From an optimization exercise on the open Yosys and OpenROAD flow, aimed at a short achievable clock period; shortcuts taken in it are not production practice.
The RTL was checked by simulation tests, not by an equivalence proof against the original design.
The clock port is modelled as an ideal driver; clocking choices that lean on that would not hold on a real chip.
Power and IR drop assume default switching activity.

===== config.mk =====
export PLATFORM = sky130hd
export DESIGN_NAME = mips16_core
export DESIGN_NICKNAME = mips16_core
export VERILOG_FILES = /design/flow/design.v
export SDC_FILE = /design/flow/constraint.sdc
export NUM_CORES = 4
export LEC_CHECK = 0
export ABC_CLOCK_PERIOD_IN_PS = 1800
export CAP_MARGIN = 20
export CORE_MARGIN = 2
export CORE_UTILIZATION = 35
export SETUP_SLACK_MARGIN = 2.6
export SLEW_MARGIN = 20
export SYNTH_MEMORY_MAX_BITS = 8192
export TNS_END_PERCENT = 5

===== constraint.sdc =====
create_clock -name core_clock -period 4.8 [get_ports {clk}]
set_input_delay 0.9600 -clock core_clock [delete_from_list [all_inputs] [get_ports {clk}]]
set_output_delay 0.9600 -clock core_clock [all_outputs]
set_load 0.01 [all_outputs]

===== design.v =====
package mips16_pkg;
    localparam logic [2:0] OP_RTYPE   = 3'b000;
    localparam logic [2:0] OP_ADDI    = 3'b001;
    localparam logic [3:0] FUNCT_ADD  = 4'b0001;
    localparam logic [3:0] FUNCT_SUB  = 4'b0010;
    localparam logic [3:0] FUNCT_AND  = 4'b0011;
    localparam logic [3:0] FUNCT_OR   = 4'b0100;
    localparam logic [3:0] FUNCT_SLT  = 4'b0101;
    localparam logic [3:0] FUNCT_SLL1 = 4'b0110;
    localparam logic [3:0] FUNCT_SRL1 = 4'b0111;
    function automatic logic [7:1] reg_oh(input logic [2:0] r);
        reg_oh = 7'(8'b1 << r >> 1);
    endfunction
endpackage
module mips16_regfile (
    input  logic        clk,
    input  logic        reset,
    input  logic [7:1]  rsel_a,
    input  logic [7:1]  rsel_b,
    input  logic        byp_a,    
    input  logic        byp_b,    
    output logic [15:0] rdata_a,
    output logic [15:0] rdata_b,
    input  logic        we,       
    input  logic [7:1]  wsel,     
    input  logic [15:0] wdata
);
    logic [15:0] regs [1:7];
    for (genvar i = 1; i < 8; i++) begin : g_reg
        always_ff @(posedge clk or negedge reset) begin
            if (!reset) begin
                regs[i] <= '0;
            end else if (we && wsel[i]) begin
                regs[i] <= wdata;
            end
        end
    end
    always_comb begin
        rdata_a = '0;
        rdata_b = '0;
        for (int i = 1; i < 8; i++) begin
            rdata_a = rdata_a | ({16{rsel_a[i]}} & regs[i]);
            rdata_b = rdata_b | ({16{rsel_b[i]}} & regs[i]);
        end
        if (byp_a) rdata_a = wdata;
        if (byp_b) rdata_b = wdata;
    end
endmodule
module mips16_core #(
    parameter int IMEM_DEPTH = 256    
) (
    input  logic        clk,
    input  logic        reset,
    input  logic [15:0] din,
    input  logic        wen,
    input  logic        pc_reset,
    input  logic        rd_en,
    output logic [15:0] dout
);
    logic [15:0]     imem [256];
    logic [7:0]      ptr;
    logic [15:0]     ptr_row_oh;    
    logic [15:0]     ptr_col_oh;    
    logic [255:0]    ptr_oh;        
    logic [7:0]      pc;
    logic [7:0]      pc1;           
    logic [15:0]     ra_oh;         
    logic [15:0]     c_oh;          
    logic [15:0]     fw;            
    logic [15:0]     ra [16];
    logic [15:0]     rc [16];
    logic advance, go;
    assign advance = rd_en && !wen;
    assign go      = advance && !pc_reset;
    for (genvar i = 0; i < 256; i++) begin : g_imem
        always_ff @(posedge clk) begin
            if (ptr_oh[i]) begin
                imem[i] <= din;
            end
        end
    end
    logic [15:0] rc_oh;           
    assign rc_oh = {ra_oh[14:0], ra_oh[15]};
    logic row_step;                  
    assign row_step = go && c_oh[15];
    logic mA, mC;
    logic [15:0] ptr_row_nx, ra_nx, ra_nx2;
    assign ptr_row_nx = {ptr_row_oh[14:0], ptr_row_oh[15]};
    assign ra_nx      = rc_oh;
    assign ra_nx2     = {ra_oh[13:0], ra_oh[15:14]};
    logic ptr_row_step;
    assign ptr_row_step = wen && ptr_col_oh[15];
    logic mA_rst, mC_rst, mA_stp, mC_stp, mA_hld, mC_hld;
    assign mA_rst = ptr_row_step ? ptr_row_nx[0] : ptr_row_oh[0];
    assign mC_rst = ptr_row_step ? ptr_row_nx[1] : ptr_row_oh[1];
    assign mA_stp = |(ptr_row_oh & ra_nx);     
    assign mC_stp = |(ptr_row_oh & ra_nx2);
    assign mA_hld = ptr_row_step ? |(ptr_row_nx & ra_oh) : |(ptr_row_oh & ra_oh);
    assign mC_hld = ptr_row_step ? |(ptr_row_nx & ra_nx) : |(ptr_row_oh & ra_nx);
    always_ff @(posedge clk or negedge reset) begin
        if (!reset) begin
            mA <= 1'b1;
            mC <= 1'b0;
        end else if (pc_reset) begin
            mA <= mA_rst;
            mC <= mC_rst;
        end else if (row_step) begin
            mA <= mA_stp;
            mC <= mC_stp;
        end else begin
            mA <= mA_hld;
            mC <= mC_hld;
        end
    end
    logic m_a, m_c;
    assign m_a = wen && (pc_reset ? ptr_row_oh[0] : mA);
    assign m_c = wen && mC;      
    logic [15:0] rc_src [16];
    always_comb begin
        for (int k = 0; k < 16; k++) begin
            rc_src[k] = '0;
            for (int r = 0; r < 16; r++) begin
                rc_src[k] = rc_src[k] | ({16{rc_oh[r]}} & imem[r * 16 + k]);
            end
        end
    end
    always_ff @(posedge clk) begin
        for (int k = 0; k < 16; k++) begin
            if (m_a && ptr_col_oh[k])      ra[k] <= din;
            else if (pc_reset)             ra[k] <= imem[k];
            else if (row_step)             ra[k] <= rc[k];
            if (m_c && ptr_col_oh[k])      rc[k] <= din;
            else                           rc[k] <= rc_src[k];
        end
    end
    logic [15:0] rd1;
    always_comb begin
        rd1 = '0;
        for (int k = 0; k < 16; k++) begin
            rd1 = rd1 | ({16{c_oh[k]}} & ra[k]);
        end
    end
    logic [15:0] fw_n;
    always_comb begin
        if (pc_reset) begin
            fw_n = ((ptr != 8'd0 || wen) && !(wen && ptr == 8'd255))
                 ? ((ptr == 8'd0) ? din : imem[0]) : 16'h0000;
        end else if (advance) begin
            fw_n = (pc1 < ptr) ? rd1 : 16'h0000;
        end else if (wen) begin
            fw_n = (ptr == 8'd255) ? 16'h0000 : (pc == ptr) ? din : fw;
        end else begin
            fw_n = fw;
        end
    end
    logic [2:0]  w_op;
    logic [3:0]  w_funct;
    logic        w_rtype, w_addi, w_fv;
    logic [2:0]  w_dest;
    assign w_op    = fw[15:13];
    assign w_funct = fw[3:0];
    assign w_rtype = (w_op == mips16_pkg::OP_RTYPE);
    assign w_addi  = (w_op == mips16_pkg::OP_ADDI);
    assign w_fv    = (w_funct != 4'd0) && !w_funct[3];
    assign w_dest  = w_addi ? fw[9:7] : fw[6:4];
    logic [7:1]  d_rsa, d_rsb;    
    logic [7:1]  d_wsel;          
    logic        d_imm;           
    logic [6:0]  d_immv;
    logic        d_sub, d_add, d_and, d_or, d_slt, d_sll, d_srl;
    logic [15:0] e_a, e_b;
    logic        e_cin;
    logic        e_add, e_and, e_or, e_slt, e_sll, e_srl;
    logic [7:1]  e_wsel;
    logic [4:0]  m_sum0;          
    logic [3:1][4:0] m_sum_n0;    
    logic [3:1][4:0] m_sum_n1;    
    logic        m_a15, m_b15;    
    logic        m_add, m_slt;
    logic [15:0] m_logic;         
    logic [15:0] w_data;
    logic [7:1]  m_wsel, w_wsel;
    logic        w_we;            
    logic        d_byp_a, d_byp_b;
    logic [15:0] rdata_a, rdata_b;
    mips16_regfile u_regfile (
        .clk     (clk),
        .reset   (reset),
        .rsel_a  (d_rsa),
        .rsel_b  (d_rsb),
        .byp_a   (d_byp_a),
        .byp_b   (d_byp_b),
        .rdata_a (rdata_a),
        .rdata_b (rdata_b),
        .we      (go),
        .wsel    (w_wsel),
        .wdata   (w_data)
    );
    logic [15:0] id_b;
    assign id_b = d_imm ? {{9{d_immv[6]}}, d_immv} : rdata_b;
    logic [4:0]  ex_sum0;
    logic [3:1][4:0] ex_sum_n0;
    logic [3:1][4:0] ex_sum_n1;
    logic [15:0] ex_logic;
    logic [15:0] e_bx;            
    assign e_bx = e_b ^ {16{e_cin}};
    assign ex_sum0 = {1'b0, e_a[3:0]} + {1'b0, e_bx[3:0]} + {4'd0, e_cin};
    for (genvar n = 1; n < 4; n++) begin : g_nib
        assign ex_sum_n0[n] = {1'b0, e_a[4*n +: 4]} + {1'b0, e_bx[4*n +: 4]};
        assign ex_sum_n1[n] = {1'b0, e_a[4*n +: 4]} + {1'b0, e_bx[4*n +: 4]} + 5'd1;
    end
    assign ex_logic   = ({16{e_and}} & (e_a & e_b))
                      | ({16{e_or}}  & (e_a | e_b))
                      | ({16{e_sll}} & {e_b[14:0], 1'b0})
                      | ({16{e_srl}} & {1'b0, e_b[15:1]});
    logic [15:0] mem_sum;
    logic [3:1][4:0] mem_nib;
    logic        mem_lt;
    logic [15:0] mem_res;
    assign mem_nib[1] = m_sum0[4]     ? m_sum_n1[1] : m_sum_n0[1];
    assign mem_nib[2] = mem_nib[1][4] ? m_sum_n1[2] : m_sum_n0[2];
    assign mem_nib[3] = mem_nib[2][4] ? m_sum_n1[3] : m_sum_n0[3];
    assign mem_sum = {mem_nib[3][3:0], mem_nib[2][3:0], mem_nib[1][3:0], m_sum0[3:0]};
    assign mem_lt  = (m_a15 == m_b15) ? m_a15 : mem_sum[15];
    assign mem_res = ({16{m_add}} & mem_sum)
                   | {15'd0, m_slt & mem_lt}
                   | m_logic;
    always_ff @(posedge clk or negedge reset) begin
        if (!reset) begin
            ptr    <= '0;
            ptr_row_oh <= 16'd1;
            ptr_col_oh <= 16'd1;
            ptr_oh <= 256'd1;
            pc     <= '0;
            pc1    <= 8'd1;
            ra_oh  <= 16'd1;
            c_oh   <= 16'd2;
            fw     <= '0;
            d_wsel <= '0;
            e_wsel <= '0;
            m_wsel <= '0;
            w_wsel <= '0;
            w_we   <= 1'b0;
            d_byp_a <= 1'b0;
            d_byp_b <= 1'b0;
            d_rsa  <= '0;
            d_rsb  <= '0;
            w_data <= '0;
            dout   <= '0;
        end else begin
            if (wen) begin
                ptr <= ptr + 8'd1;
                ptr_col_oh <= {ptr_col_oh[14:0], ptr_col_oh[15]};
                ptr_oh <= {ptr_oh[254:0], ptr_oh[255]};
                if (ptr_col_oh[15]) begin
                    ptr_row_oh <= {ptr_row_oh[14:0], ptr_row_oh[15]};
                end
            end
            fw <= fw_n;
            if (pc_reset) begin
                pc     <= '0;
                pc1    <= 8'd1;
                ra_oh  <= 16'd1;
                c_oh   <= 16'd2;
                d_wsel <= '0;
                e_wsel <= '0;
                m_wsel <= '0;
                w_wsel <= '0;
                w_we   <= 1'b0;
                d_byp_a <= 1'b0;
                d_byp_b <= 1'b0;
            end else if (advance) begin
                pc     <= pc1;
                pc1    <= pc1 + 8'd1;
                c_oh   <= {c_oh[14:0], c_oh[15]};
                if (c_oh[15]) begin
                    ra_oh <= rc_oh;
                end
                d_wsel <= (w_addi || (w_rtype && w_fv)) ? mips16_pkg::reg_oh(w_dest) : 7'd0;
                e_wsel <= d_wsel;
                m_wsel <= e_wsel;
                w_wsel <= m_wsel;
                w_we   <= |m_wsel;
                d_byp_a <= |(mips16_pkg::reg_oh(fw[12:10]) & m_wsel);
                d_byp_b <= |(mips16_pkg::reg_oh(fw[9:7]) & m_wsel);
                d_rsa  <= mips16_pkg::reg_oh(fw[12:10]);
                d_rsb  <= mips16_pkg::reg_oh(fw[9:7]);
                w_data <= mem_res;
                if (w_we) begin
                    dout <= w_data;
                end
            end
        end
    end
    always_ff @(posedge clk) begin
        if (go) begin
            d_imm  <= w_addi;
            d_immv <= fw[6:0];
            d_add  <= w_addi || (w_funct == mips16_pkg::FUNCT_ADD);
            d_sub  <= !w_addi && (w_funct == mips16_pkg::FUNCT_SUB);
            d_and  <= !w_addi && (w_funct == mips16_pkg::FUNCT_AND);
            d_or   <= !w_addi && (w_funct == mips16_pkg::FUNCT_OR);
            d_slt  <= !w_addi && (w_funct == mips16_pkg::FUNCT_SLT);
            d_sll  <= !w_addi && (w_funct == mips16_pkg::FUNCT_SLL1);
            d_srl  <= !w_addi && (w_funct == mips16_pkg::FUNCT_SRL1);
            e_a    <= rdata_a;
            e_b    <= id_b;
            e_cin  <= d_sub || d_slt;
            e_add  <= d_add || d_sub;
            e_and  <= d_and;
            e_or   <= d_or;
            e_slt  <= d_slt;
            e_sll  <= d_sll;
            e_srl  <= d_srl;
            m_sum0    <= ex_sum0;
            m_sum_n0  <= ex_sum_n0;
            m_sum_n1  <= ex_sum_n1;
            m_a15     <= e_a[15];
            m_b15     <= e_bx[15];
            m_add     <= e_add;
            m_slt     <= e_slt;
            m_logic   <= ex_logic;
        end
    end
endmodule

===== flow/run.sh =====
#!/bin/bash
set -euo pipefail
work=$(pwd)
bash standard.sh POST_CTS_TCL="$work/flow/clkroot.tcl" MATCH_CELL_FOOTPRINT=0 finish > "$work/standard_flow.log" 2>&1
test -f "$work/out/final.def"

===== flow/clkroot.tcl =====
set blk [ord::get_db_block]
set port [$blk findBTerm clk]
set pnet [$port getNet]
set its [$pnet getITerms]
puts "clock port net [$pnet getName] drives [llength $its] pins"
if {[llength $its] == 1} {
  set root [[lindex $its 0] getInst]
  set master [[$root getMaster] getName]
  set onet ""
  foreach it [$root getITerms] {
    if {[$it isOutputSignal]} { set onet [$it getNet] }
  }
  set loads {}
  foreach it [$onet getITerms] {
    if {[$it isInputSignal]} { lappend loads $it }
  }
  puts "root [$root getName] ($master) drives [llength $loads] pins on [$onet getName]"
  if {[string match "*clkbuf*" $master] && [llength $loads] <= 4} {
    foreach it $loads {
      $it disconnect
      $it connect $pnet
    }
    foreach it [$root getITerms] { $it disconnect }
    odb::dbInst_destroy $root
    odb::dbNet_destroy $onet
    puts "removed root buffer; clock port now drives [llength [$pnet getITerms]] pins"
  }
}

===== standard.sh =====
#!/bin/bash
# synth_recipe.tcl (not shown) runs the flow's synth.tcl, then flattens the netlist and writes it again
# the make line also repeats each setting of config.mk as NAME=value (left out here)
make -C /OpenROAD-flow-scripts/flow DESIGN_CONFIG=/design/flow/config.mk WORK_HOME=/design/flow/orfs CLKGATE_MAP_FILE= SYNTH_SCRIPT=/design/flow/synth_recipe.tcl "${@:-finish}"

==> results_dict.tcl, run 1 <==
set metrics [dict create \
    final_cells 19700 \
    worst_slew_pin_slew_ns 1.24 \
    critical_path_class "primary input to flop" \
    fmax_mhz 408 \
    synth_ff_type "edfxtp_1" \
    drv_cap 0 \
    final_util 0.406 \
    pin_count 37 \
    ys_top_cells_by_count "edfxtp_1 (4459), a22oi_1 (1258), nor2_1 (713), clkbuf_1 (690), dfrtp_1 (544)" \
    fin_ws_ns 2.35 \
    hold_viol 0 \
    total_power_mw 94.8 \
    drc_errors 0 \
    powerDensity_mw_per_mm2 420 \
    worstSetupStartpointType "primary input" \
    drt_iter0_markers 17000 \
    insertion_delay_ns 0.82 \
    reg2reg_to "rc[10][6]$_DFF_P_" \
    die_area_mm2 0.563 \
    fin_area_mm2 0.226 \
    cp.arrival_ns 3.12 \
    synth_cell_types 54 \
    ys_warn_count 7 \
    endpoint "rc[11][3]$_DFF_P_" \
    overflow 0 \
    status "finished clean" \
    synth_seq_cells 5266 \
    synth_top_area_frac 0.687 \
    crit_fanout 29 \
    drt-wirelength-per-cell_um 32.0 \
    grt_usage 0.214 \
    end_kind "flop" \
    hpwl_mm 343 \
    port_buffers 36 \
    whs_ns 0.418 \
    cts_tree "yes" \
    irDropWorstVdd_v 0.000395 \
    layout-drive-gt1-share 0.159 \
    cts_sinks 5266 \
    period_share 0.511 \
    yosys-top-cells-area "edfxtp_1 (69%), dfrtp_1 (7.0%), a22oi_1 (4.8%)" \
    yosysMostFrequentCell "edfxtp_1" \
    area_growth_pct 15.7 \
    grt_antenna_before_repair 18 \
    setup_tns_ns 0 \
    dp_cells 18600 \
    vias 117000 \
    synth_top_cell_by_area "edfxtp_1" \
    crit_required_ns 5.47 \
    p_leak_nw 75.2 \
    regToRegStartpoint "ra_oh[12]$_DFFE_PN0P_" \
    grt_setup_unrepaired "true" \
    hp-class "flop to flop" \
    drt_wl_total_mm 631 \
    syn-num-nets 11600 \
    maxSlewHeadroom 0.171 \
    synth_cells 11500 \
    synth_area_mm2 0.195 \
    crit_start "wen" \
    place_ws_ns 0.777 \
    grt_pass1_wl_mm 874 \
    async_flop_share 0.105 \
    place.gp.congestion 0.880 \
    reg2reg_depth 6 \
    die_w_um 750 \
    setup_violations 0 \
    r2r_setup_slack_ns 2.36 \
    viasPerCell 5.92 \
    yosysSeqAreaShare 0.784 \
    die_y_um 750 \
    finClkSkew_ns 0.0735 \
    synth_edf_count 4459 \
    nets 11800 \
    rows 274 \
    holdCritStartpoint "d_sll$_DFFE_PP_" \
    core_mm2 0.556 \
    dr.pass1.iters 7 \
    grt_max_degree 130 \
    cts.clk_slew.worst_paths_ns 0.06 \
    ant_nets 0 \
    dpl_cell_area_mm2 0.206 \
    finalMaxSlewViolations 0 \
    synth.avg_cell_area_um2 16.9 \
    grt_pass1_vias 111000 \
    period_minus_slack_ns 2.45 \
    initial_utilization 0.351 \
]
==> where the power goes <==
part	switching, mW	internal (mW)
combinational	1.51	0.588
sequential	0.678	49.9
clock	18.1	24.0
==> placed cells by master (no fill, tap or decap), types with 32 or more instances in the layout <==
master | Yosys | routed
a21oi_1 | 543 | 541
a221oi_1 | 519 | 497
a222oi_1 | 38 | 38
a22o_1 | 541 | 537
a22oi_1 | 1258 | 1256
a41oi_1 | 114 | 113
and3_1 | 126 | 122
buf_12 | 0 | 109
buf_4 | 0 | 378
bufinv_16 | 0 | 32
clkbuf_1 | 690 | 166
clkbuf_16 | 0 | 557
clkbuf_8 | 0 | 47
clkinv_1 | 0 | 70
clkinv_2 | 0 | 75
dfrtp_1 | 544 | 464
dfrtp_2 | 0 | 60
dfxtp_1 | 256 | 256
edfxtp_1 | 4459 | 4459
inv_1 | 45 | 44
mux2_2 | 460 | 420
mux2_4 | 1 | 41
mux2i_1 | 260 | 259
nand2_1 | 200 | 180
nand3_1 | 191 | 191
nand4_1 | 172 | 172
nor2_1 | 713 | 711
o21ai_0 | 66 | 66
xor2_1 | 32 | 32
==> flip-flops by register name (all words and copies together), names as in the netlist, 14 cells and up <==
signal          count
c_oh               16
dout               16
e_a                16
e_b                16
fw                 16
imem             4096
m_logic            16
m_sum_n0           14
m_sum_n1           14
ptr_col_oh         16
ptr_oh            256
ptr_row_oh         16
ra                256
ra_oh              16
rc                256
u_regfile.regs    112
w_data             16
==> critical path, cell delays in order <==
cell and delay, ns:
buf_8 0.22, and2_2 0.71, nand2_1 0.59, buf_4 0.39
nor2_1 0.12, a41oi_1 0.06
==> cell families after synthesis <==
| group | share of synthesized area |
|---|---|
| XOR/XNOR | 0.00238 |
| flip-flops | 0.784 |
| multiplexers | 0.0403 |
| AND/OR/NAND/NOR | 0.0335 |
| adder cells (fa/ha/maj) | 0.00233 |
| buffers and inverters | 0.0173 |
| AO/OA/AOI/OAI | 0.120 |
==> layout make-up <==
| cell class | instances | area (um^2) |
|---|---|---|
| Sequential cell | 5266 | 153000 |
| Fill cell | 49800 | 330000 |
| Multi-Input combinational cell | 5382 | 39500 |
| Timing Repair inverter | 1 | 5.00 |
| Antenna cell | 6 | 15.0 |
| Clock buffer | 768 | 15200 |
| Clock inverter | 239 | 2670 |
| Inverter | 46 | 179 |
| Tap cell | 7452 | 9320 |
| Timing Repair Buffer | 551 | 5860 |
==> how the worst min path moves through the flow <==
stage,end,slack [ns],depth (start not counted)
after floorplan,e_and$_DFFE_PP_,0.40,0
after global placement,e_or$_DFFE_PP_,0.41,0
after detailed placement,e_sll$_DFFE_PP_,0.40,0
after global routing,e_sll$_DFFE_PP_,0.42,0
final,e_sll$_DFFE_PP_,0.42,0
==> routing by layer <==
metal	share of wire	global-route usage	vias to the layer above
li1	-	-	47400
met3	0.10	0.0375	1140
met1	0.39	0.294	61200
met2	0.46	0.342	6932
met5	0.00010	0	-
met4	0.042	0.0796	10
==> run 2, diff against run 1 <==
==> run.sh (new file) <==
#!/bin/bash
# synth_recipe.tcl (not shown) runs the flow's synth.tcl, then flattens the netlist and writes it again
# the make line also repeats each setting of config.mk as NAME=value (left out here)
make -C /OpenROAD-flow-scripts/flow DESIGN_CONFIG=/design/flow/config.mk WORK_HOME=/design/flow/orfs CLKGATE_MAP_FILE= SYNTH_SCRIPT=/design/flow/synth_recipe.tcl finish
--- a/config.mk
+++ b/config.mk
@@ -9,7 +9,7 @@
 export CAP_MARGIN = 20
 export CORE_MARGIN = 2
 export CORE_UTILIZATION = 35
-export SETUP_SLACK_MARGIN = 2.6
+export SETUP_SLACK_MARGIN = 2.4
 export SLEW_MARGIN = 20
 export SYNTH_MEMORY_MAX_BITS = 8192
 export TNS_END_PERCENT = 5
removed: flow/run.sh
removed: flow/clkroot.tcl
removed: standard.sh
==> run 2 against run 1 <==
- via count increased by 0.53%
- routed wire length rose by 0.84%
- flip-flop and latch count stayed put
- non-clock buffer count down 67
- global-route usage is 0.074 points higher
- sequential power is essentially flat
- critical path type unchanged
- largest power group unchanged
==> results_dict.tcl, run 2 <==
set metrics [dict create \
    fmax_mhz 383 \
    grt_usage 0.215 \
    largest_reg_flops 4096 \
    period_share 0.545 \
    ys_top_cells_by_count "edfxtp_1 (4459), a22oi_1 (1258), nor2_1 (713), clkbuf_1 (690), dfrtp_1 (544)" \
    cp.arrival_ns 3.60 \
    synth_mux_area_frac 0.0403 \
    cts_max_path_buffers 4 \
    p_leak_nw 74.6 \
    synth_seq_cells 5266 \
    final_common_cell "edfxtp_1" \
    drt-wirelength-per-cell_um 32.4 \
    finalMaxSlewViolations 0 \
    switchingPower_mw 20.1 \
    drt_wl_total_mm 636 \
    p_clk_frac 0.444 \
    worstSetupStartpointType "primary input" \
    drv_cap 0 \
    synth_simple_gate_area_share 0.0335 \
    syn-num-nets 11600 \
    clock-root-buffer "clkbuf_16" \
    status "finished clean" \
    insertion_delay_ns 1.11 \
    place.gp.congestion 0.884 \
    ant_nets 0 \
    synth_area_mm2 0.195 \
    drc_errors 0 \
    synth_cell_types 54 \
    endpoint "ptr_oh[173]$_DFFE_PN0P_" \
    worst_path_max_delay_cell "buf_4" \
    period_minus_slack_ns 2.61 \
    post_synth_xor_area_fraction 0.00238 \
    grt_setup_unrepaired "true" \
    yosysSeqAreaShare 0.784 \
    irDropWorstVdd_v 0.000387 \
    total_power_mw 94.6 \
    die_y_um 750 \
    powerDensity_mw_per_mm2 421 \
    critical_path_class "primary input to flop" \
    synth-adder-area-share 0.00233 \
    hold_viol 0 \
    end_kind "flop" \
    r2r_setup_slack_ns 2.21 \
    maxSlewHeadroom 0.0765 \
    yosys-top-cells-area "edfxtp_1 (69%), dfrtp_1 (7.0%), a22oi_1 (4.8%)" \
    grt_max_degree 135 \
    synth_cells 11500 \
    ys_warn_count 7 \
    combinationalPowerShare 0.022 \
    layout_common_cells "edfxtp_1 (4459), a22oi_1 (1256), nor2_1 (712)" \
    yosysMostFrequentCell "edfxtp_1" \
    nets 11800 \
    core_mm2 0.556 \
    regToRegStartpoint "c_oh[12]$_DFFE_PN0P_" \
    die_w_um 750 \
    overflow 0 \
    worst_slew_pin_slew_ns 1.39 \
    grt_pass1_wl_mm 875 \
    finClkSkew_ns 0.0708 \
    grt_pass1_vias 111000 \
    crit_required_ns 5.78 \
    hp-class "primary input to flop" \
    viasPerCell 5.97 \
    regMostFlops "imem" \
    port_buffers 36 \
    layout-drive-gt1-share 0.153 \
    synth_top_family_by_area "compound AO/OA/AOI/OAI gates" \
    numCtsBuffers 547 \
    setup_violations 0 \
    p_int_mw 74.4 \
    sw_frac_of_total 0.213 \
    synth_top_area_frac 0.687 \
    reg2reg_to "fw[2]$_DFFE_PN0P_" \
    die_area_mm2 0.563 \
    vias 117000 \
    synth.avg_cell_area_um2 16.9 \
    crit_start "wen" \
    htree_levels 6 \
    async_flop_share 0.105 \
    synth_edf_count 4459 \
    seqPwrFrac 0.534 \
    cts_sinks 5266 \
    hpwl_mm 336 \
    reg2reg_depth 6 \
    area_growth_pct 15.1 \
    pin_count 37 \
    grt_antenna_before_repair 20 \
    cts.clk_slew.worst_paths_ns 0.06 \
    max_stage_delay_ns 0.77 \
    synth_ff_type "edfxtp_1" \
    setup_tns_ns 0 \
    initial_utilization 0.351 \
    dr.pass1.iters 8 \
    drt_iter0_markers 18100 \
    crit_fanout 134 \
    synth_top_cell_by_area "edfxtp_1" \
    cp_cell_sequence "buf_8 > buf_4 > buf_12 > mux2_2" \
    rows 274 \
    cts_tree "yes" \
    synth_compound_gate_area_share 0.120 \
]
run 2: cell counts after synthesis:
No cell type changed its count.
run 2: cell families after synthesis:
group / count (synthesis)
AOI/OAI and AO/OA: 3122
buffers and inverters: 893
and+or+nand+nor: 1449
xor gates and xnor gates: 53
muxes: 724
adders and majority gates: 34
DFF: 5266
run 2: per-layer routing:
layer	part of all wire	GRT usage
met2	0.47	0.346
met3	0.11	0.0372
met1	0.39	0.295
met4	0.040	0.0753
met5	0.000035	0
run 2: area by class of cell:
type                            count  area, um^2
Clock buffer                      789       15500
Tap cell                         7452        9320
Multi-Input combinational cell   5382       39200
Clock inverter                    219        2170
Fill cell                       49700      332000
Inverter                           46         175
Antenna cell                       12        30.0
Sequential cell                  5266      153000
Timing Repair Buffer              484        5130
run 2: what timing repair did:
| action | in CTS | in global routing |
|---|---|---|
| setup buffers | 12 | 45 |
| resized for setup | 28 | 73 |
| setup endpoints to repair | 703 | 606 |
| endpoints found under the hold margin | 49 | 0 |
| hold buffers | 1 | 0 |
| gates cloned | 0 | 0 |
run 2: worst max-delay path, delay by kind of cell:
family	cells	cell delay, ns
buffers and inverters	3	1.48
muxes	1	0.44
run 2: worst min-delay path by stage:
stage	start	endpoint	slack, ns	cells past startpoint
after CTS	din[14]	imem[108][14]$_DFFE_PP_	0.26	1
after global routing	din[14]	imem[108][14]$_DFFE_PP_	0.31	1
final	din[14]	imem[108][14]$_DFFE_PP_	0.31	1
after detailed placement	d_srl$_DFFE_PP_	e_srl$_DFFE_PP_	0.40	0
after global placement	e_add$_DFFE_PP_	m_add$_DFFE_PP_	0.40	0
after floorplan	d_and$_DFFE_PP_	e_and$_DFFE_PP_	0.40	0
run 2: stage by stage:
stage / setup slack, ns / cell area, um^2 / hold WS, ns / instances / utilization
final: 2.19 / 224000 / 0.309 / 19700 / 0.404
after global routing: 2.21 / 224000 / 0.310 / 19600 / 0.404
after CTS: 2.04 / 224000 / 0.263 / 19600 / 0.402
after detailed placement: 0.955 / 206000 / 0.405 / 18600 / 0.370
after global placement: 1.04 / 206000 / 0.404 / 18600 / 0.370
after floorplan: 2.15 / 195000 / 0.400 / 11500 / -
run 2: power by group through the flow:
stage          combinational (mW)  clock, mW  sequential, mW
2_1_floorplan               0.933          0            51.0
3_3_place_gp                 1.98          0            51.4
3_5_place_dp                 2.04          0            51.4
4_1_cts                      2.03       42.3            50.5
5_1_grt                      2.21       44.1            50.5
6_report                     2.08       42.0            50.5

what the ideal ports hide:
The results above use ideal ports. As a check the final layouts listed here were re-extracted and re-timed, cells and wires unchanged. Step 1 assumes that a clkbuf_16 drives the clock port and a buf_2 every other input. Step 2, shift: input delay + t, output delay - t, t = (earliest + latest rising clock arrival at the registers) / 2. This alone moves slack from input paths to output paths. a / b / c = ideal / step 1 / step 2; a / b = the first two.
run	t (ns)	slack for setup (ns)	worst hold slack (ns)	worst setup path after step 2	pins driven straight from the clock port
run 1	1.007	2.349 / 2.323 / 1.476	0.418 / 0.388 / 0.418	input to register	4
run 2	1.181	2.186 / 2.147 / 1.058	0.309 / 0.281 / 0.422	input to register	1
After both steps setup and hold are still met in every run listed. The setup slack of run 2, which loses most, moves by -0.039 ns with the drivers and by -1.128 ns with both steps.
